This design comes from an exercise in tuning for small area on the open sky130 flow, not from production work. RTL that was checked went through simulation tests only; none was proved equivalent to the original. For runs 1 and 2, only the layout was checked, not whether the RTL still works. Power figures rest on the tool's default switching activity, not on a simulated workload.

===== flow/standard.sh =====
#!/bin/bash
# synth_recipe.tcl (not shown) runs the flow's synth.tcl, then flattens the netlist and writes it again
# the make line also repeats each setting of config.mk as NAME=value (left out here)
make -C /OpenROAD-flow-scripts/flow DESIGN_CONFIG=/design/flow/config.mk WORK_HOME=/design/flow/orfs CLKGATE_MAP_FILE= SYNTH_SCRIPT=/design/flow/synth_recipe.tcl "${@:-finish}"

===== flow/constraint.sdc =====
create_clock -name core_clock -period 10.0 [get_ports {bls0we}]
set_input_delay 2.0000 -clock core_clock [delete_from_list [all_inputs] [get_ports {bls0we}]]
set_output_delay 2.0000 -clock core_clock [all_outputs]
set_load 0.01 [all_outputs]

===== flow/config.mk =====
export PLATFORM = sky130hd
export DESIGN_NAME = frameCam
export DESIGN_NICKNAME = frameCam
export VERILOG_FILES = /design/flow/design.v
export SDC_FILE = /design/flow/constraint.sdc
export NUM_CORES = 4
export LEC_CHECK = 0
export CAP_MARGIN = 20
export CORE_MARGIN = 2
export CORE_UTILIZATION = 70
export CTS_BUF_LIST = sky130_fd_sc_hd__clkbuf_8
export CTS_CLUSTER_DIAMETER = 60
export CTS_CLUSTER_SIZE = 16
export SLEW_MARGIN = 20

===== flow/flow/run.sh =====
#!/bin/bash
# The standard layout, with the port buffers made from the smallest buffer cell.
set -o pipefail
export BUFFER_PORTS_ARGS="-buffer_cell sky130_fd_sc_hd__buf_1"
bash standard.sh 2>&1 | tee standard.log

===== flow/design.v =====
`timescale 1ns/1ps
package frameCamPkg;
	typedef logic [7:0] busByteT;  
	typedef logic [5:0] regAddrT;  
	typedef logic [12:0] adcWordT;  
	typedef logic [9:0] pixelT;  
	typedef logic [8:0] columnT;  
	typedef logic [8:0] lineT;  
	typedef logic [17:0] hitT;
	typedef logic [30:0] stampT;  
	typedef logic [3:0] phaseT;  
	typedef enum logic {
		frameIdle,  
		frameRun  
	} frameStateT;
endpackage
`timescale 1ns/1ps
module syncFifo #(
	parameter int Width = 8,
	parameter int Depth = 16,
	parameter bit Johnson = 1'b1
) (
	input logic bls0we,
	input logic resadd,
	input logic push,
	input logic pop,
	input logic [Width-1:0] pushData,
	output logic [Width-1:0] head,  
	output logic empty,
	output logic full
);
	logic [Width-1:0] mem [Depth];
	logic [Depth:0] is;  
	logic doPush;
	logic doPop;
	assign empty = is[0];
	assign full = is[Depth];
	assign doPush = push && !full;  
	assign doPop = pop && !empty;  
	always_ff @(posedge bls0we) begin
		if (doPush) begin
			mem[0] <= pushData;
			for (int i = 1; i < Depth; i++)
				mem[i] <= mem[i-1];
		end
	end
	generate
		if (Johnson) begin : gJohnson
			localparam int K = Depth / 2 + 1;  
			logic [K-1:0] level;  
			always_comb begin
				is[0] = !level[0] && !level[K-1];
				for (int c = 1; c < K; c++)
					is[c] = level[c-1] && !level[c];
				is[K] = level[K-1] && level[0];
				for (int c = K + 1; c <= Depth; c++)
					is[c] = !level[c-K-1] && level[c-K];
			end
			always_ff @(posedge bls0we or posedge resadd) begin
				if (resadd)
					level <= '0;
				else if (doPush && !doPop)
					level <= {level[K-2:0], !level[K-1]};  
				else if (doPop && !doPush)
					level <= {!level[0], level[K-1:1]};  
			end
		end else begin : gThermo
			logic [Depth-1:0] fill;  
			always_comb begin
				is[0] = !fill[0];
				for (int c = 1; c < Depth; c++)
					is[c] = fill[c-1] && !fill[c];
				is[Depth] = fill[Depth-1];
			end
			always_ff @(posedge bls0we or posedge resadd) begin
				if (resadd)
					fill <= '0;
				else if (doPush && !doPop)
					fill <= {fill[Depth-2:0], 1'b1};
				else if (doPop && !doPush)
					fill <= {1'b0, fill[Depth-1:1]};
			end
		end
	endgenerate
	always_comb begin
		head = '0;
		for (int i = 0; i < Depth; i++)
			head = head | ({Width{is[i+1]}} & mem[i]);
	end
endmodule
`timescale 1ns/1ps
module busRegs (
	input logic bls0we,
	input logic resadd,
	input logic cs,  
	input logic wr,  
	input logic oe,  
	input frameCamPkg::regAddrT adresBus,
	input frameCamPkg::busByteT dataIn,
	input logic frameDone,  
	input frameCamPkg::stampT stampCaptured,
	input logic capValid,  
	input logic shotSeen,
	input frameCamPkg::stampT stampHead,
	input logic stampEmpty,
	input logic stampFull,
	input logic [7:0] hitHead,  
	input logic hitEmpty,
	input logic hitFull,
	output frameCamPkg::busByteT dataOut,
	output logic dataOe,
	output logic runReq,
	output logic goPulse,
	output logic timerClear,
	output frameCamPkg::pixelT threshold,
	output logic stampPop,
	output logic hitPop,
	output logic [3:0] stampWrite  
);
	logic writeEn;  
	logic ctrlWrite;  
	logic go;  
	logic mapped;  
	frameCamPkg::busByteT readByte;  
	logic [3:0] hitLine;  
	logic [5:0] hitColumn;  
	assign writeEn = wr && !cs;
	assign ctrlWrite = writeEn && (adresBus == 6'd0);
	always_ff @(posedge bls0we or posedge resadd) begin
		if (resadd) begin
			go <= 1'b0;
			timerClear <= 1'b0;
			goPulse <= 1'b0;
			stampPop <= 1'b0;
			hitPop <= 1'b0;
		end else begin
			goPulse <= ctrlWrite && dataIn[0];  
			stampPop <= ctrlWrite && dataIn[4];  
			hitPop <= writeEn && (adresBus == 6'd18) && dataIn[4];
			if (ctrlWrite)
				timerClear <= dataIn[6];  
			if (ctrlWrite && dataIn[0])
				go <= 1'b1;  
			else if (frameDone)
				go <= 1'b0;
		end
	end
	assign runReq = go;
	assign stampWrite[0] = writeEn && (adresBus == 6'd4);
	assign stampWrite[1] = writeEn && (adresBus == 6'd5);
	assign stampWrite[2] = writeEn && (adresBus == 6'd6);
	assign stampWrite[3] = writeEn && (adresBus == 6'd7);
	always_ff @(posedge bls0we or posedge resadd) begin
		if (resadd) begin
			threshold <= '0;
		end else if (writeEn) begin
			if (adresBus == 6'd8)
				threshold[7:0] <= dataIn;
			if (adresBus == 6'd9)
				threshold[9:8] <= dataIn[1:0];  
		end
	end
	assign hitLine = {!hitHead[2], hitHead[2:0]};
	assign hitColumn = {(hitHead[7:3] < 5'd11), hitHead[7:3]};
	always_comb begin
		readByte = '0;
		mapped = 1'b1;
		case (adresBus)
			6'd0: readByte = {4'b0000, stampEmpty, stampFull, shotSeen, go};
			6'd4: readByte = capValid ? stampCaptured[7:0] : 8'h00;
			6'd5: readByte = capValid ? stampCaptured[15:8] : 8'h00;
			6'd6: readByte = capValid ? stampCaptured[23:16] : 8'h00;
			6'd7: readByte = capValid ? {1'b0, stampCaptured[30:24]} : 8'h00;
			6'd8: readByte = threshold[7:0];
			6'd9: readByte = {6'b000000, threshold[9:8]};
			6'd10: readByte = stampHead[7:0];
			6'd11: readByte = stampHead[15:8];
			6'd12: readByte = stampHead[23:16];
			6'd13: readByte = {1'b0, stampHead[30:24]};
			6'd14: readByte = {4'b0000, hitLine};
			6'd15: readByte = 8'h00;  
			6'd16: readByte = {2'b00, hitColumn};
			6'd17: readByte = 8'h00;  
			6'd18: readByte = {4'b0000, hitEmpty, hitFull, 2'b00};
			default: mapped = 1'b0;
		endcase
	end
	assign dataOe = !cs && !oe && mapped;  
	assign dataOut = dataOe ? readByte : '0;
endmodule
`timescale 1ns/1ps
module frameTiming (
	input logic bls0we,
	input logic resadd,
	input logic runReq,  
	output logic frameDone,  
	output logic [4:0] phase,  
	output logic samplePoint,  
	output logic tickEnd,  
	output logic [5:0] column,  
	output logic [3:0] line,  
	output logic activePix,  
	output logic mclock,
	output logic mfsync,
	output logic mlsync,
	output logic adcClock
);
	logic running;
	logic lineEnd;  
	assign tickEnd = phase[4] && !phase[3];
	assign samplePoint = phase[1] && !phase[0];
	assign lineEnd = (column == 6'd39);
	assign frameDone = running && tickEnd && lineEnd && (line == 4'd13);
	always_ff @(posedge bls0we or posedge resadd) begin
		if (resadd)
			running <= 1'b0;
		else if (running)
			running <= !frameDone;
		else
			running <= runReq;
	end
	always_ff @(posedge bls0we) begin
		if (!running || frameDone) begin
			phase <= '0;
			column <= '0;
			line <= '0;
		end else if (tickEnd) begin
			phase <= '0;  
			if (lineEnd) begin
				column <= '0;
				line <= line + 4'd1;
			end else begin
				column <= column + 6'd1;
			end
		end else begin
			phase <= {phase[3:0], !phase[4]};
		end
	end
	assign mclock = !running || column[0];
	assign mfsync = !(running && (line == 4'd0) && (column < 6'd6));
	assign mlsync = !(running && (column == 6'd0));
	assign adcClock = running && phase[1];  
	assign activePix = running && (column >= 6'd11) && (column <= 6'd34)
		&& (line >= 4'd4) && (line <= 4'd11);
endmodule
`timescale 1ns/1ps
module pixelCapture (
	input logic bls0we,
	input frameCamPkg::adcWordT adcData,
	input logic samplePoint,  
	input logic tickEnd,  
	input logic [5:0] column,
	input logic [3:0] line,
	input logic activePix,
	input frameCamPkg::pixelT threshold,
	output logic hitPush,
	output logic [7:0] hitWord
);
	frameCamPkg::pixelT pixelReg;  
	always_ff @(posedge bls0we) begin
		if (samplePoint)
			pixelReg <= adcData[11:2];
	end
	assign hitPush = activePix && tickEnd && (pixelReg >= threshold);
	assign hitWord = {column[4:0], line[2:0]};
endmodule
`timescale 1ns/1ps
module shotTimer (
	input logic bls0we,
	input logic resadd,
	input logic foto,  
	input logic ready,
	input logic timerClear,  
	input logic goPulse,  
	input logic [3:0] stampWrite,  
	input frameCamPkg::busByteT stampByte,  
	output frameCamPkg::stampT stampCaptured,  
	output logic capValid,
	output logic shotSeen,
	output logic stampPush,
	output frameCamPkg::stampT stampWord
);
	logic [2:0] preCount;  
	frameCamPkg::stampT timestamp;
	logic fotoSync1;
	logic fotoSync2;
	logic fotoLast;  
	logic shotEdge;
	logic tick;  
	logic [31:0] carry;  
	logic wrap;  
	assign tick = (preCount == 3'd7) && (stampWrite == 4'b0000);
	always_comb begin
		carry[0] = tick;
		for (int i = 0; i < 31; i++)
			carry[i+1] = carry[i] && timestamp[i];
	end
	assign wrap = carry[11] && (timestamp[30:11] == 20'(31'd863999999 >> 11));
	always_ff @(posedge bls0we or posedge resadd) begin
		if (resadd) begin
			preCount <= '0;
			timestamp <= '0;
		end else if (timerClear) begin
			preCount <= '0;
			timestamp <= '0;
		end else begin
			preCount <= preCount + 3'd1;
			for (int i = 0; i < 31; i++) begin
				if (stampWrite[i / 8])
					timestamp[i] <= stampByte[i % 8];  
				else
					timestamp[i] <= !wrap && (timestamp[i] ^ carry[i]);
			end
		end
	end
	always_ff @(posedge bls0we or posedge resadd) begin
		if (resadd) begin
			fotoSync1 <= 1'b0;
			fotoSync2 <= 1'b0;
			fotoLast <= 1'b0;
		end else begin
			fotoSync1 <= foto;
			fotoSync2 <= fotoSync1;
			fotoLast <= fotoSync2;
		end
	end
	assign shotEdge = fotoSync2 && !fotoLast && ready;  
	assign stampPush = shotEdge;
	assign stampWord = timestamp;
	always_ff @(posedge bls0we or posedge resadd) begin
		if (resadd) begin
			shotSeen <= 1'b0;
			capValid <= 1'b0;
		end else if (goPulse) begin
			shotSeen <= 1'b0;  
		end else if (shotEdge && !shotSeen) begin
			shotSeen <= 1'b1;
			capValid <= 1'b1;
		end
	end
	always_ff @(posedge bls0we) begin
		if (!goPulse && shotEdge && !shotSeen)
			stampCaptured <= timestamp;
	end
endmodule
`timescale 1ns/1ps
module frameCam (
	input logic bls0we,
	input logic resadd,
	input logic cs,
	input logic wr,
	input logic oe,
	input frameCamPkg::regAddrT adresBus,
	input frameCamPkg::busByteT dataIn,
	input frameCamPkg::adcWordT adcData,
	input logic foto,
	input logic ready,
	output frameCamPkg::busByteT dataOut,
	output logic dataOe,
	output logic mclock,
	output logic mfsync,
	output logic mlsync,
	output logic adcClock
);
	logic runReq, frameDone, goPulse, timerClear;  
	frameCamPkg::pixelT threshold;
	logic [4:0] phase;
	logic samplePoint, tickEnd;
	logic [5:0] column;
	logic [3:0] line;
	logic activePix;
	logic hitPush, hitPop, hitEmpty, hitFull;  
	logic [7:0] hitWord, hitHead;
	logic stampPush, stampPop, stampEmpty, stampFull;  
	frameCamPkg::stampT stampWord, stampHead, stampCaptured;
	logic shotSeen, capValid;
	logic [3:0] stampWrite;  
	busRegs busRegsInst (.bls0we, .resadd, .cs, .wr, .oe, .adresBus, .dataIn, .frameDone,
		.stampCaptured, .capValid, .shotSeen, .stampHead, .stampEmpty, .stampFull, .hitHead,
		.hitEmpty, .hitFull, .dataOut, .dataOe, .runReq, .goPulse, .timerClear,
		.threshold, .stampPop, .hitPop, .stampWrite);
	frameTiming timingInst (.bls0we, .resadd, .runReq, .frameDone, .phase, .samplePoint, .tickEnd, .column,
		.line, .activePix, .mclock, .mfsync, .mlsync, .adcClock);
	pixelCapture captureInst (.bls0we, .adcData, .samplePoint, .tickEnd, .column, .line,
		.activePix, .threshold, .hitPush, .hitWord);
	shotTimer timerInst (.bls0we, .resadd, .foto, .ready, .timerClear, .goPulse,
		.stampWrite, .stampByte(dataIn),
		.stampCaptured, .capValid, .shotSeen, .stampPush, .stampWord);
	syncFifo #(.Width(8), .Depth(16)) hitFifo (.bls0we, .resadd,
		.push(hitPush), .pop(hitPop), .pushData(hitWord), .head(hitHead),
		.empty(hitEmpty), .full(hitFull));
	syncFifo #(.Width(31), .Depth(8), .Johnson(1'b0)) stampFifo (.bls0we, .resadd,
		.push(stampPush), .pop(stampPop), .pushData(stampWord), .head(stampHead),
		.empty(stampEmpty), .full(stampFull));
endmodule

==> impl_metrics.json, run 1 <==
{
  "hold_viol_final": 0,
  "dp_cells": 1661,
  "drt_iter0_drc": 1586,
  "cts_max_level": 2,
  "post_drt_via_cell_ratio": 6.84,
  "powerDensity_nw_per_um2": 170,
  "status": "complete, no violations",
  "cts_root_buffer": "clkbuf_8",
  "num_vias": 11786,
  "antenna_found_initial": 0,
  "hold_buffers": 0,
  "cp-end-kind": "register",
  "diodes": 0,
  "synth_fp_nets": 1368,
  "grt_max_degree": 224,
  "layout_commonest_cell": "edfxtp_1",
  "synth-seq-area-share": 0.736,
  "critPathArrivalTime_ns": 9.59,
  "die_area_um2": 29800,
  "clock_path_buffers": 3,
  "dp_slack_ns": 0.327,
  "worst_setup_path_start_kind": "input port",
  "syn_to_final_growth_pct": 6.27,
  "drc": 0,
  "post-route-period-util": 0.909,
  "wl_per_cell_um": 25.2,
  "fin_area_um2": 21100,
  "synth_cell_types": 70,
  "die_w_um": 172,
  "slew_violations": 0,
  "post_cts_buffers": 0,
  "grt.overflow.total": 0,
  "final_cell_mix": "edfxtp_1, a22oi_1, nand2_1",
  "r2r_cells": 37,
  "dp_hpwl_um": 27400,
  "cp.depth": 39,
  "synth_edf_count": 417,
  "p_leak_nw": 7.25,
  "clock_latency_ns": 0.57,
  "r2r_slack_ns": 2.62,
  "cts_sinks": 504,
  "drt_first_pass_iters": 6,
  "nNetsFinal": 1408,
  "place.gp.congestion": 0.840,
  "cts_tree": "yes",
  "drive_gt1_frac": 0.0854,
  "ys_warn_count": 8,
  "max_freq_mhz": 110,
  "fin_worst_skew_ns": 0.0261,
  "syn_area_um2": 19900,
  "critPathMaxFanout": 9,
  "track_usage": 0.300,
  "crit_family": "adder cells",
  "final_antenna_net_count": 0,
  "ctsResizeCount": 0,
  "min_path_type": "reg -> reg",
  "core_area_um2": 27900,
  "critical_path.most_common_cell": "ha_1",
  "hold_depth": 0,
  "placed_area_um2": 20400,
  "rows": 61,
  "worst_path_max_delay_cell": "and2_1",
  "grt_pass1_vias": 11302,
  "die_h_um": 172,
  "maxCapViolations": 0,
  "final.setup.worst_slack_ns": 0.905,
  "finalCriticalPeriod_ns": 9.09,
  "final_cells": 1724,
  "grt_pass1_wl_um": 66000,
  "worstPathRequired_ns": 10.50,
  "critPathBufInv": 1,
  "rsz0062_at_grt": "false",
  "cts.clk_slew.worst_paths_ns": 0.11,
  "synth_cells": 1284,
  "port_buffers": 43,
  "setup_tns_ns": 0,
  "async_reset_ff_frac": 0.143,
  "routed_wl_um": 43500,
  "peakVddDrop_v": 0.000155,
  "setup_viol": 0,
  "path_class": "in -> reg",
  "syn_avg_cell_area_um2": 15.5,
  "relSlewSlack": 0.231,
  "tightest_slew_ns": 1.15,
  "cts_buffers": 38,
  "io_pins": 47,
  "start_util": 0.713,
  "max_stage_delay_ns": 0.34,
  "synth_ff_type": "edfxtp_1",
  "ys_ff_latch": 504
}
## layer usage
layer  global-route usage  up-vias  part of all wire
li1                     -     5169                 -
met5                    0        -                 0
met1                0.470     5880              0.43
met3               0.0698       71              0.11
met4               0.0742        0             0.022
met2                0.433      666              0.44
## synthesized netlist by cell type (all sizes together) (7+ instances only)
library cell | number | area (um^2)
o21ai | 26 | 130
nand2b | 7 | 43.8
buf | 29 | 166
a22oi | 120 | 906
xor2 | 7 | 61.3
a21oi | 41 | 205
dfxtp | 15 | 300
and3 | 10 | 62.6
inv | 27 | 101
nand4 | 8 | 50.1
nand3 | 44 | 220
a22o | 34 | 298
mux2i | 16 | 160
ha | 50 | 626
nor2 | 33 | 134
a31oi | 31 | 194
clkbuf | 38 | 143
nor2b | 24 | 153
a221oi | 48 | 427
mux2 | 11 | 124
nand2 | 86 | 325
and2 | 8 | 52.6
dfrtp | 72 | 1800
edfxtp | 417 | 12500
nor3 | 13 | 91.3
## worst register-to-register path, delay by kind of cell, from the launching register on
kind            cells  cell delay (ns)
compound gates      1             0.18
xor+xnor            1             0.14
fa+ha+maj          32             6.40
flops               1             0.39
simple gates        3             0.19
## final cells by class
type,count,area (um^2)
clock inverters,21,93.8
well taps,378,473
repair buffers,67,374
inverters,27,101
clock buffers,41,564
fillers,1721,6740
flip-flops and latches,504,14600
multi-input cells,686,4890
## flip-flops by register name, indices dropped and copies added, names as in the netlist
register	count
stampFifo.mem	248
hitFifo.mem	128
timerInst.stampCaptured	31
timerInst.timestamp	31
busRegsInst.threshold	10
captureInst.pixelReg	10
hitFifo.gJohnson.level	9
stampFifo.gThermo.fill	8
timingInst.column	6
timingInst.phase	5
timingInst.line	4
timerInst.preCount	3
busRegsInst.go	1
busRegsInst.goPulse	1
busRegsInst.hitPop	1
busRegsInst.stampPop	1
busRegsInst.timerClear	1
timerInst.capValid	1
timerInst.fotoLast	1
timerInst.fotoSync1	1
timerInst.fotoSync2	1
timerInst.shotSeen	1
timingInst.running	1
## per-stage QoR
step	util	total power, mW	hold WS [ns]
finish	0.758	3.59	0.368
global route	0.758	3.72	0.376
CTS	0.757	3.61	0.367
detailed placement	0.733	2.63	0.346
global placement	0.733	2.62	0.348
floorplan	-	2.56	0.331
## kinds of logic (layout without fill, tap and decap cells)
group | count (synthesis) | in the layout | synth area share
mux | 27 | 27 | 0.0143
buf+inv | 94 | 156 | 0.0207
flops | 504 | 504 | 0.736
simple gates | 253 | 253 | 0.0647
compound gates | 346 | 346 | 0.129
xor+xnor | 9 | 9 | 0.00397
fa+ha+maj | 51 | 51 | 0.0320
## final timing paths
| path | startpoint | to |
|---|---|---|
| worst max register to register | timerInst.preCount[0] | timerInst.timestamp[30] |
| worst max-delay path | adresBus[4] | timerInst.timestamp[30] |
| worst min register to register | timerInst.fotoSync1 | timerInst.fotoSync2 |
| min in group asynchronous | resadd | timerInst.fotoSync1 |
| worst min-delay path | timerInst.fotoSync1 | timerInst.fotoSync2 |
| max in group asynchronous | resadd | busRegsInst.timerClear |
## power by group
group | switching, mW | internal [mW] | leakage [nW] | total, mW
logic | 0.108 | 0.0704 | 1.78 | 0.179
registers | 0.0631 | 2.34 | 5.07 | 2.41
clock network | 0.625 | 0.382 | 0.398 | 1.01
==> run 2, diff against run 1 <==
==> flow/flow/run.sh (replaced) <==
#!/bin/bash
# The standard layout, with two changes:
# - synthesis maps logic with an area-oriented ABC script (flow/synth_area.tcl);
# - the port buffers are made from the smallest buffer cell.
set -o pipefail
here=$(pwd)
export FLOW_SYNTH_TCL=$here/synth_recipe.tcl
export ABC_AREA_SCRIPT=$here/flow/abc_area.script
export BUFFER_PORTS_ARGS="-buffer_cell sky130_fd_sc_hd__buf_1"
bash standard.sh SYNTH_SCRIPT=$here/flow/synth_area.tcl finish 2>&1 | tee standard.log
==> flow/flow/abc_area.script (new file) <==
&get -n
&st
&syn2
&dch
&nf -R 1000
&put
strash
&get -n
&st
&dch
&nf -R 1000
&put
==> flow/flow/synth_area.tcl (new file) <==
# The standard synthesis script, with ABC's technology mapping aimed at area: the
# abc call's -script argument is replaced by flow/abc_area.script. Flip-flop
# mapping and every other step are unchanged.
proc abc {args} {
  set i [lsearch -exact $args -script]
  if {$i >= 0} { lset args [expr {$i + 1}] $::env(ABC_AREA_SCRIPT) }
  yosys abc {*}$args
}
source $::env(FLOW_SYNTH_TCL)
==> impl_metrics.json, run 2 <==
{
  "io_pins": 47,
  "core_area_um2": 26900,
  "grt.overflow.total": 0,
  "hold_slack_ns": 0.357,
  "final_cells": 1645,
  "grt_max_degree": 188,
  "hold_viol_final": 0,
  "setup_tns_ns": 0,
  "r2r_cells": 36,
  "clock_path_buffers": 3,
  "cts_root_buffer": "clkbuf_8",
  "relSlewSlack": 0.237,
  "syn_avg_cell_area_um2": 16.2,
  "drt_first_pass_iters": 8,
  "slew_violations": 0,
  "synth_fp_nets": 1260,
  "cts_buffers": 38,
  "ctsResizeCount": 0,
  "synth.most_common_cell": "edfxtp_1",
  "regMostFlops": "stampFifo.mem",
  "drt_iter0_drc": 1860,
  "r2r_slack_ns": 2.52,
  "peakVddDrop_v": 0.000165,
  "met2_usage": 0.449,
  "nNetsFinal": 1372,
  "synth_cell_types": 45,
  "min_from": "timerInst.fotoSync1",
  "placed_area_um2": 19900,
  "cts_tree": "yes",
  "critPathArrivalTime_ns": 9.48,
  "layout_commonest_cell": "edfxtp_1",
  "worstPathRequired_ns": 10.48,
  "grt_pass1_wl_um": 66100,
  "synth_top_cells_by_area": "edfxtp_1, dfrtp_1, a222oi_1",
  "fin_area_um2": 20600,
  "status": "complete, no violations",
  "powerDensity_nw_per_um2": 183,
  "r2r-end": "timerInst.timestamp[30]",
  "busiest_layer": "met1",
  "synth_commonest_cells": "edfxtp_1, a222oi_1, nor2_1, a21oi_1, dfrtp_1",
  "setup_viol": 0,
  "timing.rr.start": "timerInst.preCount[0]",
  "critical_path.most_common_cell": "ha_1",
  "worst_setup_path_start_kind": "input port",
  "drive_gt1_frac": 0.0660,
  "post-route-period-util": 0.899,
  "syn_area_um2": 19100,
  "p_leak_nw": 7.40,
  "post_cts_buffers": 0,
  "max_stage_delay_ns": 0.24,
  "path_class": "in -> reg",
  "final_cell_mix": "edfxtp_1, a222oi_1, a21oi_1",
  "max_freq_mhz": 111,
  "hold_path_end": "timerInst.fotoSync2",
  "diodes": 0,
  "dp_cells": 1589,
  "worst_path_max_delay_cell": "nor2_1",
  "yosysTopAreaCellShare": 0.656,
  "track_usage": 0.311,
  "cts_max_level": 2,
  "hold_depth": 0,
  "synth_largest_area_cell": "edfxtp_1",
  "globalRouteMet3Util": 0.0641,
  "synth_cells": 1176,
  "reg_top3": "stampFifo.mem: 248 flops, hitFifo.mem: 128 flops",
  "use_met1": 0.485,
  "min_path_type": "reg -> reg",
  "rsz0062_at_grt": "false",
  "grt_pass1_vias": 11168,
  "crit_family": "adder cells",
  "start_util": 0.710,
  "crit_start": "adresBus[5]",
  "die_w_um": 169,
  "maxCapViolations": 0,
  "final_antenna_net_count": 0,
  "die_area_um2": 28600,
  "post_drt_via_cell_ratio": 7.11,
  "drc": 0,
  "die_h_um": 169,
  "hold_buffers": 0,
  "port_buffers": 43,
  "largest_reg_flops": 248,
  "utilization": 0.767,
  "critPathMaxFanout": 5,
  "wl_per_cell_um": 26.4,
  "cts_sinks": 504,
  "place.gp.congestion": 0.894,
  "clock_latency_ns": 0.57,
  "ys_warn_count": 8,
  "async_reset_ff_frac": 0.143,
  "ys_ff_latch": 504,
  "critPathBufInv": 1,
  "fin_worst_skew_ns": 0.0231,
  "syn_to_final_growth_pct": 7.99,
  "dp_hpwl_um": 27000,
  "rows": 60,
  "tightest_slew_ns": 1.14,
  "synth_edf_count": 417,
  "num_vias": 11692,
  "synth_ff_type": "edfxtp_1",
  "cts.clk_slew.worst_paths_ns": 0.10,
  "finalCriticalPeriod_ns": 8.99,
  "cp-end-kind": "register",
  "synth-seq-area-share": 0.766,
  "antenna_found_initial": 0,
  "routed_wl_um": 43400
}
[run 2: where the power goes]
group | total [mW] | internal (mW) | switching (mW)
combinational | 0.358 | 0.122 | 0.236
sequential | 2.39 | 2.33 | 0.0578
clock | 1.02 | 0.405 | 0.618
[run 2: logic make-up after synthesis]
family | Yosys count | share of synthesized area
adder cells (fa/ha/maj) | 50 | 0.0328
XOR/XNOR | 3 | 0.00138
multiplexers | 12 | 0.00656
flip-flops | 504 | 0.766
AO/OA/AOI/OAI | 295 | 0.116
AND/OR/NAND/NOR | 289 | 0.0725
buffers and inverters | 23 | 0.00452
[run 2: area by class of cell]
type / instances / area [um^2]
Tap cell: 341 / 427
Sequential cell: 504 / 14600
Fill cell: 1624 / 6270
Clock buffer: 41 / 564
Inverter: 23 / 86.3
Timing Repair Buffer: 72 / 392
Multi-Input combinational cell: 649 / 4420
Clock inverter: 15 / 95.1
[run 2: metal layers]
layer / part of all wire / vias to the layer above / routed length, um
met5: 0 / - / 0
met4: 0.033 / 0 / 1420
met3: 0.12 / 82 / 5270
met2: 0.43 / 774 / 18900
met1: 0.41 / 5769 / 17800
li1: - / 5067 / -
[run 2: how the worst max path moves through the flow]
stage                                            to  depth (start not counted)
final                       timerInst.timestamp[30]                         39
after global routing        timerInst.timestamp[30]                         39
after CTS                   timerInst.timestamp[30]                         39
after detailed placement    timerInst.timestamp[30]                         39
after global placement      timerInst.timestamp[30]                         39
after floorplan           hitFifo.gJohnson.level[8]                         14
[run 2: metrics by stage]
step	total power, mW	worst slack [ns]
floorplan	2.63	-0.0778
global placement	2.78	0.619
detailed placement	2.79	0.478
CTS	3.78	1.04
global route	3.89	0.613
finish	3.77	1.01
==> run 3, diff against run 2 <==
--- a/flow/design.v
+++ b/flow/design.v
@@ -261,7 +261,13 @@
 		if (samplePoint)
 			pixelReg <= adcData[11:2];
 	end
-	assign hitPush = activePix && tickEnd && (pixelReg >= threshold);
+	logic [10:0] geChain;
+	always_comb begin
+		geChain[0] = 1'b1;
+		for (int i = 0; i < 10; i++)
+			geChain[i+1] = (pixelReg[i] && !threshold[i]) || ((pixelReg[i] || !threshold[i]) && geChain[i]);
+	end
+	assign hitPush = activePix && tickEnd && geChain[10];
 	assign hitWord = {column[4:0], line[2:0]};
 endmodule
 `timescale 1ns/1ps
@@ -389,7 +395,7 @@
 	syncFifo #(.Width(8), .Depth(16)) hitFifo (.bls0we, .resadd,
 		.push(hitPush), .pop(hitPop), .pushData(hitWord), .head(hitHead),
 		.empty(hitEmpty), .full(hitFull));
-	syncFifo #(.Width(31), .Depth(8), .Johnson(1'b0)) stampFifo (.bls0we, .resadd,
+	syncFifo #(.Width(31), .Depth(8), .Johnson(1'b1)) stampFifo (.bls0we, .resadd,
 		.push(stampPush), .pop(stampPop), .pushData(stampWord), .head(stampHead),
 		.empty(stampEmpty), .full(stampFull));
 endmodule
--- a/flow/config.mk
+++ b/flow/config.mk
@@ -10,5 +10,5 @@
 export CORE_UTILIZATION = 70
 export CTS_BUF_LIST = sky130_fd_sc_hd__clkbuf_8
 export CTS_CLUSTER_DIAMETER = 60
-export CTS_CLUSTER_SIZE = 16
+export CTS_CLUSTER_SIZE = 20
 export SLEW_MARGIN = 20
==> impl_metrics.json, run 3 <==
{
  "synth_largest_area_cell": "edfxtp_1",
  "post-route-period-util": 0.843,
  "busiest_layer": "met1",
  "synth_cells": 1145,
  "min_path_type": "reg -> reg",
  "die_h_um": 168,
  "grt_pass1_wl_um": 64200,
  "p_sw_frac": 0.268,
  "async_reset_ff_frac": 0.138,
  "place.gp.congestion": 0.876,
  "post_drt_via_cell_ratio": 7.08,
  "met2_usage": 0.435,
  "track_usage": 0.304,
  "tightest_slew_ns": 1.07,
  "clock_path_buffers": 3,
  "nNetsFinal": 1320,
  "final_cell_mix": "edfxtp_1, a222oi_1, nor2_1",
  "ys_warn_count": 8,
  "hold_buffers": 0,
  "switchingPower_mw": 1.10,
  "die_area_um2": 28300,
  "layout_commonest_cell": "edfxtp_1",
  "regMostFlops": "stampFifo.mem",
  "port_buffers": 43,
  "powerDensity_nw_per_um2": 201,
  "fin_worst_skew_ns": 0.0396,
  "grt_max_degree": 217,
  "num_vias": 11375,
  "slew_violations": 0,
  "p_total_mw": 4.11,
  "cts_max_level": 2,
  "setup_tns_ns": 0,
  "relSlewSlack": 0.288,
  "cts.clk_slew.worst_paths_ns": 0.10,
  "synth_commonest_cells": "edfxtp_1, a222oi_1, nor2_1, dfrtp_1, nand2_1",
  "p_int_mw": 3.01,
  "critPathMaxFanout": 6,
  "critPathArrivalTime_ns": 8.86,
  "synth.most_common_cell": "edfxtp_1",
  "peakVddDrop_v": 0.000196,
  "maxCapViolations": 0,
  "reg_top3": "stampFifo.mem: 248 flops, hitFifo.mem: 128 flops",
  "synth_fp_nets": 1219,
  "p_leak_nw": 7.21,
  "clock_latency_ns": 0.59,
  "critical_path.most_common_cell": "ha_1",
  "post_cts_buffers": 0,
  "synth_ff_type": "edfxtp_1",
  "path_class": "in -> reg",
  "ys_ff_latch": 501,
  "drt_first_pass_iters": 8,
  "fillers": 1572,
  "worst_setup_path_start_kind": "input port",
  "cts_tree": "yes",
  "p_seq_frac": 0.599,
  "p_clk_frac": 0.264,
  "synth_cell_types": 42,
  "regArea_um2": 14600,
  "grt_pass1_vias": 10901,
  "core_area_um2": 26700,
  "grt.overflow.total": 0,
  "die_w_um": 168,
  "pwr-share-comb": 0.137,
  "hold_viol_final": 0,
  "max_stage_delay_ns": 0.40,
  "rsz0062_at_grt": "false",
  "routed_wl_um": 42800,
  "setup_viol": 0,
  "syn_to_final_growth_pct": 8.23,
  "cp-end-kind": "register",
  "wl_per_cell_um": 26.6,
  "cts_buffers": 35,
  "dp_hpwl_um": 26400,
  "rows": 60,
  "synth-seq-area-share": 0.770,
  "cts_sinks": 501,
  "synth_top_cells_by_area": "edfxtp_1, dfrtp_1, a222oi_1",
  "drive_gt1_frac": 0.0688,
  "globalRouteMet3Util": 0.0792,
  "yosysTopAreaCellShare": 0.663,
  "io_pins": 47,
  "ctsResizeCount": 0,
  "status": "complete, no violations",
  "final_antenna_net_count": 0,
  "antenna_found_initial": 0,
  "diodes": 0,
  "worst_path_max_delay_cell": "nor3_1",
  "dp_cells": 1549,
  "max_freq_mhz": 119,
  "final_cells": 1606,
  "finalCriticalPeriod_ns": 8.43,
  "synth_edf_count": 417,
  "drt_iter0_drc": 2238,
  "drc": 0,
  "use_met1": 0.465,
  "syn_avg_cell_area_um2": 16.5,
  "r2r_slack_ns": 3.04,
  "worstPathRequired_ns": 10.43,
  "syn_area_um2": 18900,
  "largest_reg_flops": 248,
  "multi_input_area_um2": 4350,
  "start_util": 0.707,
  "cts_root_buffer": "clkbuf_8"
}
-- run 3: cell types whose count changed after synthesis, moves of 4 or more --
cell,delta
a31oi_1,+6
ha_1,-10
clkinv_1,-15
o22ai_1,-8
a22oi_1,+8
a21oi_1,-25
o21ai_0,+7
mux2_1,+7
nand4_1,+4
nand3_1,-4
nor2b_1,+4
-- run 3: cells by family (layout without fill, tap and decap cells) --
logic type / Yosys count / after routing / share of synthesized area
flip-flops: 501 / 501 / 0.770
AND/OR/NAND/NOR: 291 / 291 / 0.0743
AO/OA/AOI/OAI: 277 / 277 / 0.112
adder cells (fa/ha/maj): 41 / 41 / 0.0270
multiplexers: 22 / 22 / 0.0124
buffers and inverters: 8 / 128 / 0.00159
XOR/XNOR: 5 / 5 / 0.00232
-- run 3: worst paths after layout --
| check | startpoint | to | cells after the start |
|---|---|---|---|
| worst min register to register | timerInst.fotoSync1 | timerInst.fotoSync2 | 0 |
| worst max-delay path | adresBus[3] | timerInst.timestamp[30] | 37 |
| max in group asynchronous | resadd | busRegsInst.timerClear | 3 |
| worst min-delay path | timerInst.fotoSync1 | timerInst.fotoSync2 | 0 |
| min in group asynchronous | resadd | busRegsInst.go | 3 |
| worst max register to register | timerInst.preCount[0] | timerInst.timestamp[30] | 36 |
-- run 3: cell type report --
class	count	share of cell area
flip-flops and latches	501	0.712
clock inverters	19	0.0105
well taps	341	0.0209
multi-input cells	636	0.213
repair buffers	64	0.0174
clock buffers	37	0.0249
inverters	8	0.00147
-- run 3: power by group through the flow --
stage	sequential, mW	combinational (mW)	clock (mW)
floorplan	2.48	0.350	0
global placement	2.50	0.540	0
detailed placement	2.51	0.554	0
CTS	2.46	0.555	1.10
global route	2.47	0.611	1.16
finish	2.46	0.564	1.08
-- run 3: per-stage QoR --
step	hold WS, ns	worst slack (ns)	cell area, um^2	utilization
2_1_floorplan	0.331	0.137	18900	-
3_3_place_gp	0.347	1.12	19700	0.737
3_5_place_dp	0.336	1.01	19700	0.737
4_1_cts	0.367	1.61	20400	0.764
5_1_grt	0.386	1.19	20400	0.765
6_report	0.362	1.57	20400	0.765
-- run 3: layer usage --
metal	routed length, um	vias to the layer above
li1	-	4948
met1	17500	5644
met2	18800	708
met3	5140	75
met4	1330	0
met5	0	-
-- run 3: worst max-delay path: cells and delay by family --
| kind | cells | cell delay (ns) |
|---|---|---|
| fa+ha+maj | 30 | 5.51 |
| compound gates | 1 | 0.13 |
| xor+xnor | 1 | 0.14 |
| buf+inv | 1 | 0.14 |
| simple gates | 4 | 0.93 |
==> run 4, diff against run 3 <==
--- a/flow/config.mk
+++ b/flow/config.mk
@@ -9,6 +9,6 @@
 export CORE_MARGIN = 2
 export CORE_UTILIZATION = 70
 export CTS_BUF_LIST = sky130_fd_sc_hd__clkbuf_8
-export CTS_CLUSTER_DIAMETER = 60
-export CTS_CLUSTER_SIZE = 20
+export CTS_CLUSTER_DIAMETER = 30
+export CTS_CLUSTER_SIZE = 18
 export SLEW_MARGIN = 20
==> impl_metrics.json, run 4 <==
{
  "rsz0062_at_grt": "false",
  "grt_pass1_vias": 11506,
  "cts_max_level": 3,
  "relSlewSlack": 0.288,
  "peakVddDrop_v": 0.000190,
  "maxCapViolations": 0,
  "synth_fp_nets": 1219,
  "fin_area_um2": 21700,
  "p_sw_frac": 0.276,
  "setup_tns_ns": 0,
  "synth_cell_types": 42,
  "largest_reg_flops": 248,
  "max_stage_delay_ns": 0.39,
  "async_reset_ff_frac": 0.138,
  "port_buffers": 43,
  "r2r_slack_ns": 3.01,
  "synth_ff_type": "edfxtp_1",
  "slew_violations": 0,
  "synth_xor_area_frac": 0.00232,
  "worst_path_max_delay_cell": "nor3_1",
  "path_class": "in -> reg",
  "powerDensity_nw_per_um2": 234,
  "wl_per_cell_um": 25.9,
  "diodes": 0,
  "worst_setup_path_start_kind": "input port",
  "die_w_um": 168,
  "drc": 0,
  "io_pins": 47,
  "cp.depth": 37,
  "p_leak_nw": 7.84,
  "crit_start": "adresBus[3]",
  "synth_top_family_by_area": "compound AO/OA/AOI/OAI gates",
  "synth_commonest_cells": "edfxtp_1, a222oi_1, nor2_1, dfrtp_1, nand2_1",
  "critPathBufInv": 1,
  "num_vias": 11914,
  "p_seq_frac": 0.487,
  "rows": 60,
  "pwr-share-comb": 0.111,
  "critPathMaxFanout": 6,
  "hold_viol_final": 0,
  "start_util": 0.707,
  "hold_buffers": 0,
  "antenna_found_initial": 0,
  "cts_sinks": 501,
  "crit_family": "adder cells",
  "synthMuxAreaShare": 0.0124,
  "die_h_um": 168,
  "synth_largest_area_cell": "edfxtp_1",
  "drive_gt1_frac": 0.133,
  "final_antenna_net_count": 0,
  "synth_edf_count": 417,
  "clock_latency_ns": 0.63,
  "min_from": "timerInst.fotoSync1",
  "ctsResizeCount": 0,
  "grt_max_degree": 217,
  "yosysTopAreaCellShare": 0.663,
  "hold_slack_ns": 0.353,
  "layout_commonest_cell": "edfxtp_1",
  "cts.clk_slew.worst_paths_ns": 0.07,
  "place.gp.congestion": 0.876,
  "worstPathRequired_ns": 10.48,
  "synth-seq-area-share": 0.770,
  "post_drt_via_cell_ratio": 6.96,
  "synth-adder-area-share": 0.0270,
  "hold_depth": 0,
  "fin_worst_skew_ns": 0.0370,
  "timing.rr.start": "timerInst.preCount[0]",
  "ys_warn_count": 8,
  "critical_path.most_common_cell": "ha_1",
  "post_cts_buffers": 0,
  "cts_tree": "yes",
  "die_area_um2": 28300,
  "synth_top_cells_by_area": "edfxtp_1, dfrtp_1, a222oi_1",
  "tightest_slew_ns": 1.07,
  "critPathArrivalTime_ns": 8.89,
  "synth-compound-area-share": 0.112,
  "final_cell_mix": "edfxtp_1, clkbuf_8, a222oi_1",
  "reg_top3": "stampFifo.mem: 248 flops, hitFifo.mem: 128 flops",
  "routed_wl_um": 44400,
  "finalCriticalPeriod_ns": 8.40,
  "status": "complete, no violations",
  "syn_avg_cell_area_um2": 16.5,
  "max_freq_mhz": 119,
  "grt.overflow.total": 0,
  "drt_iter0_drc": 2200,
  "track_usage": 0.321,
  "regMostFlops": "stampFifo.mem",
  "cts_buffers": 86,
  "core_area_um2": 26700,
  "setup_viol": 0,
  "drt_first_pass_iters": 8,
  "grt_pass1_wl_um": 67800,
  "syn_to_final_growth_pct": 14.7,
  "nNetsFinal": 1371,
  "synth_cells": 1145,
  "min_path_type": "reg -> reg",
  "clock_path_buffers": 3,
  "syn_area_um2": 18900,
  "synth.most_common_cell": "edfxtp_1",
  "p_int_mw": 3.67,
  "dp_hpwl_um": 26400,
  "post-route-period-util": 0.840,
  "ys_ff_latch": 501,
  "p_clk_frac": 0.402,
  "cts_root_buffer": "clkbuf_8",
  "switchingPower_mw": 1.40,
  "synth-simple-area-share": 0.0743,
  "r2r_cells": 36,
  "placed_area_um2": 19700,
  "cp-end-kind": "register"
}
## run 4: cell counts after synthesis
No cell type changed its count.
## run 4: power groups by stage
stage / registers [mW] / clock network [mW] / logic, mW
5_1_grt: 2.48 / 2.15 / 0.610
6_report: 2.47 / 2.04 / 0.562
3_3_place_gp: 2.50 / 0 / 0.540
3_5_place_dp: 2.51 / 0 / 0.554
2_1_floorplan: 2.48 / 0 / 0.350
4_1_cts: 2.47 / 2.06 / 0.553
## run 4: worst paths after layout
path	endpoint
worst max-delay path	timerInst.timestamp[30]
worst min-delay path	timerInst.fotoSync2
worst max register to register	timerInst.timestamp[30]
worst min register to register	timerInst.fotoSync2
max in group asynchronous	busRegsInst.timerClear
min in group asynchronous	timerInst.fotoSync1
## run 4: cells by family (layout without fill, tap and decap cells)
kind of cell,Yosys count,after routing
multiplexers,22,22
XOR/XNOR,5,5
adder cells (fa/ha/maj),41,41
flip-flops,501,501
AND/OR/NAND/NOR,291,291
AO/OA/AOI/OAI,277,277
buffers and inverters,8,234
## run 4: metrics by stage
| step | cells | total power, mW | utilization | worst slack, ns |
|---|---|---|---|---|
| after detailed placement | 1549 | 3.06 | 0.737 | 1.01 |
| after floorplan | 1145 | 2.83 | - | 0.137 |
| after global routing | 1712 | 5.23 | 0.811 | 1.19 |
| final | 1712 | 5.07 | 0.811 | 1.60 |
| after global placement | 1549 | 3.04 | 0.737 | 1.12 |
| after CTS | 1711 | 5.08 | 0.809 | 1.59 |
## run 4: layout make-up
class	count	area, um^2
well taps	341	427
flip-flops and latches	501	14600
fillers	1409	5060
clock inverters	73	722
multi-input cells	636	4350
repair buffers	64	355
inverters	8	30.0
clock buffers	89	1220
## run 4: routing by layer
| layer | track usage | share of wire | vias to the layer above |
|---|---|---|---|
| li1 | - | - | 5122 |
| met4 | 0.124 | 0.033 | 0 |
| met3 | 0.0672 | 0.13 | 101 |
| met1 | 0.498 | 0.41 | 5858 |
| met2 | 0.459 | 0.44 | 833 |
| met5 | 0 | 0 | - |
==> run 5, diff against run 4 <==
--- a/flow/config.mk
+++ b/flow/config.mk
@@ -8,7 +8,7 @@
 export CAP_MARGIN = 20
 export CORE_MARGIN = 2
 export CORE_UTILIZATION = 70
-export CTS_BUF_LIST = sky130_fd_sc_hd__clkbuf_8
-export CTS_CLUSTER_DIAMETER = 30
-export CTS_CLUSTER_SIZE = 18
+export CTS_BUF_LIST = sky130_fd_sc_hd__clkbuf_16
+export CTS_CLUSTER_DIAMETER = 40
+export CTS_CLUSTER_SIZE = 26
 export SLEW_MARGIN = 20
==> impl_metrics.json, run 5 <==
{
  "wl_per_cell_um": 26.8,
  "critPathMaxFanout": 6,
  "synth_top_cells_by_area": "edfxtp_1, dfrtp_1, a222oi_1",
  "clock_path_buffers": 3,
  "post_drt_via_cell_ratio": 7.09,
  "cts_sinks": 501,
  "yosysTopAreaCellShare": 0.663,
  "maxCapViolations": 0,
  "synth_ff_type": "edfxtp_1",
  "utilization": 0.803,
  "die_area_um2": 28300,
  "crit_start": "adresBus[3]",
  "p_total_mw": 5.00,
  "setup_viol": 0,
  "placed_area_um2": 19700,
  "final.setup.worst_slack_ns": 1.50,
  "synth_cells": 1145,
  "dp_hpwl_um": 26400,
  "worstPathRequired_ns": 10.41,
  "tightest_slew_ns": 1.10,
  "min_from": "timerInst.fotoSync1",
  "slew_violations": 0,
  "diodes": 0,
  "synth_largest_area_cell": "edfxtp_1",
  "final_cell_mix": "edfxtp_1, a222oi_1, nor2_1",
  "fin_area_um2": 21500,
  "cts_buffers": 49,
  "cts.clk_slew.worst_paths_ns": 0.07,
  "min_path_type": "reg -> reg",
  "post_cts_buffers": 0,
  "hold_slack_ns": 0.349,
  "core_area_um2": 26700,
  "grt_pass1_wl_um": 66300,
  "p_leak_nw": 7.70,
  "setup_tns_ns": 0,
  "relSlewSlack": 0.262,
  "cts_max_level": 2,
  "synth_commonest_cells": "edfxtp_1, a222oi_1, nor2_1, dfrtp_1, nand2_1",
  "grt.overflow.total": 0,
  "final_cells": 1642,
  "drt_iter0_drc": 2146,
  "async_reset_ff_frac": 0.138,
  "place.gp.congestion": 0.876,
  "num_vias": 11635,
  "worst_setup_path_start_kind": "input port",
  "io_pins": 47,
  "track_usage": 0.314,
  "die_h_um": 168,
  "ys_ff_latch": 501,
  "die_w_um": 168,
  "nNetsFinal": 1334,
  "dp_slack_ns": 1.01,
  "grt_pass1_vias": 11228,
  "crit_family": "adder cells",
  "synth_cell_types": 42,
  "drc": 0,
  "largest_reg_flops": 248,
  "ys_warn_count": 8,
  "synth_edf_count": 417,
  "fin_worst_skew_ns": 0.0236,
  "routed_wl_um": 44000,
  "cp-end-kind": "register",
  "critPathBufInv": 1,
  "reg_top3": "stampFifo.mem: 248 flops, hitFifo.mem: 128 flops",
  "critPathArrivalTime_ns": 8.91,
  "hold_viol_final": 0,
  "status": "complete, no violations",
  "peakVddDrop_v": 0.000233,
  "path_class": "in -> reg",
  "rsz0062_at_grt": "false",
  "clock_latency_ns": 0.57,
  "cts_root_buffer": "clkbuf_16",
  "worst_path_max_delay_cell": "nor3_1",
  "syn_to_final_growth_pct": 13.7,
  "start_util": 0.707,
  "rows": 60,
  "syn_area_um2": 18900,
  "port_buffers": 43,
  "dp_cells": 1549,
  "grt_max_degree": 217,
  "powerDensity_nw_per_um2": 233,
  "synth-seq-area-share": 0.770,
  "ctsResizeCount": 0,
  "syn_avg_cell_area_um2": 16.5,
  "drive_gt1_frac": 0.0915,
  "timing.rr.start": "timerInst.preCount[0]",
  "drt_first_pass_iters": 8,
  "layout_commonest_cell": "edfxtp_1",
  "synth_fp_nets": 1219,
  "post-route-period-util": 0.850,
  "cts_tree": "yes",
  "critical_path.most_common_cell": "ha_1",
  "final_antenna_net_count": 0,
  "synth.most_common_cell": "edfxtp_1",
  "max_stage_delay_ns": 0.43,
  "antenna_found_initial": 0,
  "hold_buffers": 0,
  "max_freq_mhz": 118,
  "finalCriticalPeriod_ns": 8.50,
  "fillers": 1444,
  "regMostFlops": "stampFifo.mem"
}
-- run 5: worst reg2reg max path, delay by kind of cell (launching register included) --
family | cells | cell delay, ns
AND/OR/NAND/NOR | 2 | 0.21
XOR/XNOR | 1 | 0.14
flip-flops | 1 | 0.38
AO/OA/AOI/OAI | 1 | 0.13
adder cells (fa/ha/maj) | 32 | 5.98
-- run 5: cell families (layout without fill, tap and decap cells) --
logic type,Yosys count,count (layout),share of synthesized area
flip-flops,501,501,0.770
AND/OR/NAND/NOR,291,291,0.0743
AO/OA/AOI/OAI,277,277,0.112
adder cells (fa/ha/maj),41,41,0.0270
multiplexers,22,22,0.0124
buffers and inverters,8,164,0.00159
XOR/XNOR,5,5,0.00232
-- run 5: per-layer routing --
metal	GRT usage	vias up	part of all wire
met5	0.0139	-	0.0013
li1	-	5030	-
met4	0.100	2	0.030
met3	0.0842	91	0.12
met1	0.474	5765	0.40
met2	0.455	747	0.44
-- run 5: report_power, final --
part           switching [mW]  total (mW)  leakage, nW  internal [mW]
clock                   0.841        1.96        0.860           1.12
sequential             0.0918        2.47         5.16           2.38
combinational           0.372       0.569         1.69          0.197
total                    1.30        5.00         7.70           3.69
-- run 5: final cells by class --
class                      count  area, um^2  share of cell area
clock buffer                  51        1280              0.0594
clock inverter                41         479              0.0223
inverter                       8        30.0             0.00140
multi-input combinational    636        4350               0.203
sequential                   501       14600               0.678
tap                          341         427              0.0199
timing repair buffer          64         355              0.0165
-- run 5: final timing paths --
kind | end | slack, ns | cells past startpoint
hold / removal | timerInst.fotoSync2 | 0.35 | 0
hold reg to reg | timerInst.fotoSync2 | 0.35 | 0
setup / recovery | timerInst.timestamp[30] | 1.50 | 37
setup reg to reg | timerInst.timestamp[30] | 3.03 | 36
max in group asynchronous | busRegsInst.timerClear | 7.67 | 3
min in group asynchronous | stampFifo.gJohnson.level[2] | 1.67 | 3
==> run 6, diff against run 5 <==
==> flow/flow/run.sh (replaced) <==
#!/bin/bash
# The standard layout, with three changes:
# - synthesis maps logic with an area-oriented ABC script (flow/synth_area.tcl);
# - the port buffers are made from the smallest buffer cell;
# - clock tree synthesis inserts no dummy loads.
set -o pipefail
here=$(pwd)
export FLOW_SYNTH_TCL=$here/synth_recipe.tcl
export ABC_AREA_SCRIPT=$here/flow/abc_area.script
export BUFFER_PORTS_ARGS="-buffer_cell sky130_fd_sc_hd__buf_1"
export CTS_ARGS="-sink_clustering_enable -repair_clock_nets -sink_clustering_size 18 -sink_clustering_max_diameter 60 -buf_list sky130_fd_sc_hd__clkbuf_8 -dont_use_dummy_load"
bash standard.sh SYNTH_SCRIPT=$here/flow/synth_area.tcl finish 2>&1 | tee standard.log
--- a/flow/config.mk
+++ b/flow/config.mk
@@ -8,7 +8,7 @@
 export CAP_MARGIN = 20
 export CORE_MARGIN = 2
 export CORE_UTILIZATION = 70
-export CTS_BUF_LIST = sky130_fd_sc_hd__clkbuf_16
-export CTS_CLUSTER_DIAMETER = 40
-export CTS_CLUSTER_SIZE = 26
+export CTS_BUF_LIST = sky130_fd_sc_hd__clkbuf_8
+export CTS_CLUSTER_DIAMETER = 60
+export CTS_CLUSTER_SIZE = 18
 export SLEW_MARGIN = 20
==> impl_metrics.json, run 6 <==
{
  "ys_warn_count": 8,
  "track_usage": 0.303,
  "relSlewSlack": 0.272,
  "max_stage_delay_ns": 0.41,
  "rsz0062_at_grt": "false",
  "setup_tns_ns": 0,
  "pwr-share-comb": 0.144,
  "synth_ff_type": "edfxtp_1",
  "grt_pass1_vias": 10829,
  "maxCapViolations": 0,
  "drive_gt1_frac": 0.0554,
  "drt_iter0_drc": 2220,
  "clock_path_buffers": 3,
  "place.gp.congestion": 0.876,
  "die_h_um": 168,
  "p_clk_frac": 0.230,
  "antenna_found_initial": 0,
  "dp_hpwl_um": 26400,
  "drc": 0,
  "hold_viol_final": 0,
  "final_cell_mix": "edfxtp_1, a222oi_1, nor2_1",
  "min_path_type": "reg -> reg",
  "hold_buffers": 0,
  "p_seq_frac": 0.626,
  "synth.most_common_cell": "edfxtp_1",
  "wl_per_cell_um": 26.8,
  "diodes": 0,
  "cts_tree": "yes",
  "routed_wl_um": 42500,
  "met2_usage": 0.430,
  "regMostFlops": "stampFifo.mem",
  "syn_to_final_growth_pct": 7.02,
  "synth_cell_types": 42,
  "setup_viol": 0,
  "die_w_um": 168,
  "cp-end-kind": "register",
  "synth-seq-area-share": 0.770,
  "nNetsFinal": 1321,
  "grt.overflow.total": 0,
  "synth_commonest_cells": "edfxtp_1, a222oi_1, nor2_1, dfrtp_1, nand2_1",
  "async_reset_ff_frac": 0.138,
  "grt_pass1_wl_um": 64000,
  "tightest_slew_ns": 1.09,
  "num_vias": 11376,
  "cts_max_level": 2,
  "peakVddDrop_v": 0.000199,
  "largest_reg_flops": 248,
  "core_area_um2": 26700,
  "grt_max_degree": 217,
  "yosysTopAreaCellShare": 0.663,
  "dp_cells": 1549,
  "final_cells": 1586,
  "p_int_mw": 2.90,
  "ctsResizeCount": 0,
  "syn_avg_cell_area_um2": 16.5,
  "cts_sinks": 501,
  "use_met1": 0.469,
  "synth_cells": 1145,
  "start_util": 0.707,
  "synth_fp_nets": 1219,
  "fin_worst_skew_ns": 0.0466,
  "slew_violations": 0,
  "ys_ff_latch": 501,
  "post_cts_buffers": 0,
  "critPathArrivalTime_ns": 8.87,
  "worst_path_max_delay_cell": "nor3_1",
  "die_area_um2": 28300,
  "worstPathRequired_ns": 10.40,
  "layout_commonest_cell": "edfxtp_1",
  "syn_area_um2": 18900,
  "synth_largest_area_cell": "edfxtp_1",
  "port_buffers": 43,
  "final_antenna_net_count": 0,
  "cts_buffers": 36,
  "critical_path.most_common_cell": "ha_1",
  "p_leak_nw": 7.10,
  "synth_edf_count": 417,
  "powerDensity_nw_per_um2": 195,
  "p_sw_frac": 0.264,
  "io_pins": 47,
  "synth_top_cells_by_area": "edfxtp_1, dfrtp_1, a222oi_1",
  "post-route-period-util": 0.847,
  "cts_root_buffer": "clkbuf_8",
  "globalRouteMet3Util": 0.0750,
  "rows": 60,
  "drt_first_pass_iters": 8,
  "worst_setup_path_start_kind": "input port",
  "critPathMaxFanout": 6,
  "reg_top3": "stampFifo.mem: 248 flops, hitFifo.mem: 128 flops",
  "clock_latency_ns": 0.56,
  "path_class": "in -> reg",
  "status": "complete, no violations",
  "finalCriticalPeriod_ns": 8.47,
  "busiest_layer": "met1",
  "max_freq_mhz": 118,
  "cts.clk_slew.worst_paths_ns": 0.08,
  "post_drt_via_cell_ratio": 7.17,
  "switchingPower_mw": 1.04
}
## run 6: power groups by stage
stage / registers, mW / logic (mW) / clock network [mW]
5_1_grt: 2.47 / 0.610 / 0.982
2_1_floorplan: 2.48 / 0.350 / 0
4_1_cts: 2.46 / 0.555 / 0.925
3_3_place_gp: 2.50 / 0.540 / 0
6_report: 2.46 / 0.565 / 0.906
3_5_place_dp: 2.51 / 0.554 / 0
## run 6: final timing paths
path / from / endpoint / slack [ns] / depth (start not counted)
worst max-delay path: adresBus[3] / timerInst.timestamp[30] / 1.53 / 37
worst min-delay path: timerInst.fotoSync1 / timerInst.fotoSync2 / 0.36 / 0
worst max register to register: timerInst.preCount[0] / timerInst.timestamp[30] / 3.05 / 36
worst min register to register: timerInst.fotoSync1 / timerInst.fotoSync2 / 0.36 / 0
max in group asynchronous: resadd / busRegsInst.timerClear / 7.69 / 3
min in group asynchronous: resadd / timerInst.timestamp[8] / 1.69 / 3
## run 6: cell families (layout without fill, tap and decap cells)
group / count (synthesis) / after routing / synth area share
fa+ha+maj: 41 / 41 / 0.0270
flops: 501 / 501 / 0.770
mux: 22 / 22 / 0.0124
compound gates: 277 / 277 / 0.112
simple gates: 291 / 291 / 0.0743
xor+xnor: 5 / 5 / 0.00232
buf+inv: 8 / 108 / 0.00159
## run 6: area by class of cell
class,instances,area (um^2)
Sequential cell,501,14600
Fill cell,1604,6510
Multi-Input combinational cell,636,4350
Clock buffer,36,495
Tap cell,341,427
Timing Repair Buffer,64,355
Inverter,8,30.0
## run 6: layer usage
metal  wire (um)  vias to the layer above
met5           0                        -
met4        1350                        0
met3        5270                       84
met2       18500                      721
met1       17400                     5645
li1            -                     4926
## run 6: critical path: cells and delay by family
kind,cells,cell delay [ns]
buffers and inverters,1,0.13
and+or+nand+nor,4,0.95
adders and majority gates,30,5.53
AOI/OAI and AO/OA,1,0.13
xor gates and xnor gates,1,0.14
## run 6: through the flow
step	utilization	total power [mW]	cell area [um^2]	setup WS, ns	hold WS [ns]
2_1_floorplan	-	2.83	18900	0.137	0.331
3_3_place_gp	0.737	3.04	19700	1.12	0.347
3_5_place_dp	0.737	3.06	19700	1.01	0.336
4_1_cts	0.755	3.94	20200	1.59	0.362
5_1_grt	0.756	4.07	20200	1.18	0.380
6_report	0.756	3.93	20200	1.53	0.356
==> run 7, diff against run 6 <==
--- a/flow/config.mk
+++ b/flow/config.mk
@@ -7,7 +7,7 @@
 export LEC_CHECK = 0
 export CAP_MARGIN = 20
 export CORE_MARGIN = 2
-export CORE_UTILIZATION = 70
+export CORE_UTILIZATION = 78
 export CTS_BUF_LIST = sky130_fd_sc_hd__clkbuf_8
 export CTS_CLUSTER_DIAMETER = 60
 export CTS_CLUSTER_SIZE = 18
==> impl_metrics.json, run 7 <==
{
  "status": "complete, no violations",
  "grt.overflow.total": 0,
  "synth-seq-area-share": 0.770,
  "crit_family": "adder cells",
  "peakVddDrop_v": 0.000222,
  "finalCriticalPeriod_ns": 8.75,
  "worst_path_max_delay_cell": "nor3_1",
  "drc": 0,
  "critical_path.most_common_cell": "ha_1",
  "worst_setup_path_start_kind": "input port",
  "dp_hpwl_um": 28100,
  "synth-simple-area-share": 0.0743,
  "setup_tns_ns": 0,
  "die_area_um2": 25500,
  "slew_violations": 0,
  "synth-compound-area-share": 0.112,
  "fin_worst_skew_ns": 0.0649,
  "synthMuxAreaShare": 0.0124,
  "synth_cell_types": 42,
  "final_antenna_net_count": 0,
  "hold_viol_final": 0,
  "drt_iter0_drc": 2381,
  "core_area_um2": 23600,
  "die_h_um": 160,
  "rows": 56,
  "max_freq_mhz": 114,
  "layout_commonest_cell": "edfxtp_1",
  "syn_area_um2": 18900,
  "post_drt_via_cell_ratio": 7.56,
  "r2r_slack_ns": 2.90,
  "hold_depth": 0,
  "async_reset_ff_frac": 0.138,
  "synth_edf_count": 417,
  "powerDensity_nw_per_um2": 196,
  "grt_max_degree": 93,
  "clock_latency_ns": 0.57,
  "start_util": 0.800,
  "cts_max_level": 2,
  "maxCapViolations": 0,
  "cts_root_buffer": "clkbuf_8",
  "synth_top_cells_by_area": "edfxtp_1, dfrtp_1, a222oi_1",
  "hold_path_end": "timerInst.fotoSync2",
  "r2r-end": "timerInst.timestamp[30]",
  "max_stage_delay_ns": 0.49,
  "routed_wl_um": 44900,
  "critPathMaxFanout": 6,
  "synth-adder-area-share": 0.0270,
  "largest_reg_flops": 248,
  "utilization": 0.853,
  "regMostFlops": "stampFifo.mem",
  "wl_per_cell_um": 28.7,
  "path_class": "in -> reg",
  "synth_largest_area_cell": "edfxtp_1",
  "post_cts_buffers": 0,
  "synth_cells": 1145,
  "cts.clk_slew.worst_paths_ns": 0.11,
  "synth_ff_type": "edfxtp_1",
  "clock_path_buffers": 3,
  "min_from": "timerInst.fotoSync1",
  "worstPathRequired_ns": 10.46,
  "drt_first_pass_iters": 10,
  "syn_avg_cell_area_um2": 16.5,
  "critPathArrivalTime_ns": 9.21,
  "synth.most_common_cell": "edfxtp_1",
  "min_path_type": "reg -> reg",
  "cts_tree": "yes",
  "cp-end-kind": "register",
  "critPathBufInv": 1,
  "grt_pass1_wl_um": 68000,
  "cts_sinks": 501,
  "yosysTopAreaCellShare": 0.663,
  "cts_buffers": 34,
  "hold_buffers": 0,
  "synth_xor_area_frac": 0.00232,
  "synth_top_family_by_area": "compound AO/OA/AOI/OAI gates",
  "io_pins": 47,
  "syn_to_final_growth_pct": 6.62,
  "timing.rr.start": "timerInst.preCount[0]",
  "post-route-period-util": 0.875,
  "antenna_found_initial": 0,
  "p_leak_nw": 7.09,
  "place.gp.congestion": 0.953,
  "ys_ff_latch": 501,
  "grt_pass1_vias": 11399,
  "ctsResizeCount": 0,
  "nNetsFinal": 1321,
  "num_vias": 11826,
  "port_buffers": 43,
  "track_usage": 0.357,
  "drive_gt1_frac": 0.0554,
  "reg_top3": "stampFifo.mem: 248 flops, hitFifo.mem: 128 flops",
  "tightest_slew_ns": 1.09,
  "relSlewSlack": 0.272,
  "final_cell_mix": "edfxtp_1, a222oi_1, nor2_1",
  "die_w_um": 160,
  "setup_viol": 0,
  "synth_fp_nets": 1219,
  "rsz0062_at_grt": "false",
  "ys_warn_count": 8,
  "synth_commonest_cells": "edfxtp_1, a222oi_1, nor2_1, dfrtp_1, nand2_1",
  "r2r_cells": 36
}
-- run 7: cell counts after synthesis --
No cell type changed its count.
-- run 7: report_power, final --
group / total (mW) / switching (mW) / internal (mW)
Clock: 0.894 / 0.585 / 0.309
Sequential: 2.46 / 0.0896 / 2.37
Combinational: 0.579 / 0.383 / 0.196
-- run 7: routing by layer --
layer,up-vias,wire (um),track usage
met2,1058,20300,0.518
met4,0,1420,0.123
li1,4934,-,-
met5,-,0,0
met1,5715,16300,0.544
met3,119,6940,0.0930
-- run 7: area by class of cell --
class	count	area [um^2]
sequential	501	14600
multi-input combinational	636	4350
fill	1125	3480
clock buffer	34	468
tap	319	399
timing repair buffer	66	338
inverter	8	30.0
antenna	1	2.50
-- run 7: logic make-up (layout without fill, tap and decap cells) --
group / Yosys count / in the layout
XOR/XNOR: 5 / 5
buffers and inverters: 8 / 108
multiplexers: 22 / 22
AO/OA/AOI/OAI: 277 / 277
other: 0 / 1
adder cells (fa/ha/maj): 41 / 41
flip-flops: 501 / 501
AND/OR/NAND/NOR: 291 / 291
-- run 7: worst reg2reg max path, delay by kind of cell, from the launching register on --
kind	cells	cell delay, ns
xor+xnor	1	0.14
simple gates	2	0.35
fa+ha+maj	32	6.06
flops	1	0.41
compound gates	1	0.08
-- run 7: worst max-delay path by stage --
stage / startpoint / to / slack (ns) / cells after the start
after global placement: adresBus[3] / timerInst.timestamp[30] / 0.97 / 37
after floorplan: ready / stampFifo.gJohnson.level[1] / 0.14 / 5
after global routing: adresBus[3] / timerInst.timestamp[30] / 0.85 / 37
after CTS: adresBus[3] / timerInst.timestamp[30] / 1.31 / 37
final: adresBus[3] / timerInst.timestamp[30] / 1.25 / 37
after detailed placement: adresBus[3] / timerInst.timestamp[30] / 0.77 / 37
-- run 7: stage by stage --
| stage | area (um^2) | hold slack, ns | instances | power (mW) | worst slack [ns] |
|---|---|---|---|---|---|
| 4_1_cts | 20100 | 0.341 | 1564 | 3.92 | 1.31 |
| 6_report | 20100 | 0.337 | 1565 | 3.94 | 1.25 |
| 2_1_floorplan | 18900 | 0.331 | 1145 | 2.83 | 0.137 |
| 5_1_grt | 20100 | 0.348 | 1564 | 4.04 | 0.850 |
| 3_3_place_gp | 19700 | 0.332 | 1530 | 3.04 | 0.971 |
| 3_5_place_dp | 19700 | 0.360 | 1530 | 3.05 | 0.767 |

-- port drivers added, routing unchanged --
No port has a modelled driver above. Below, the same layouts with a new extraction and two added sets of constraints. Step 1: set_driving_cell puts a clkbuf_16 on bls0we and a buf_2 on each other input, an assumption about the parent block. Step 2, shift: input delay + t, output delay - t, t = (earliest + latest rising clock arrival at the registers) / 2. This alone moves slack from input paths to output paths. Slacks: ideal / step 1 / step 2; pairs: ideal / step 1.
run | t (ns) | slack for setup (ns) | hold slack, ns | worst setup path after step 2
run 1 | 0.609 | 0.905 / 0.933 / 0.324 | 0.368 / 0.368 / 0.368 | input to register
run 2 | 0.605 | 1.009 / 1.032 / 0.427 | 0.357 / 0.357 / 0.357 | input to register
run 3 | 0.617 | 1.568 / 1.597 / 0.980 | 0.362 / 0.362 / 0.362 | input to register
run 4 | 0.665 | 1.596 / 1.626 / 0.961 | 0.353 / 0.353 / 0.353 | input to register
run 5 | 0.611 | 1.501 / 1.535 / 0.924 | 0.349 / 0.349 / 0.349 | input to register
run 6 | 0.585 | 1.532 / 1.557 / 0.972 | 0.356 / 0.356 / 0.356 | input to register
run 7 | 0.585 | 1.253 / 1.275 / 0.691 | 0.337 / 0.337 / 0.337 | input to register
After both steps every run listed still meets setup and hold. For run 4, which loses most, drivers alone change the setup slack by +0.030 ns; drivers and shift together by -0.635 ns.
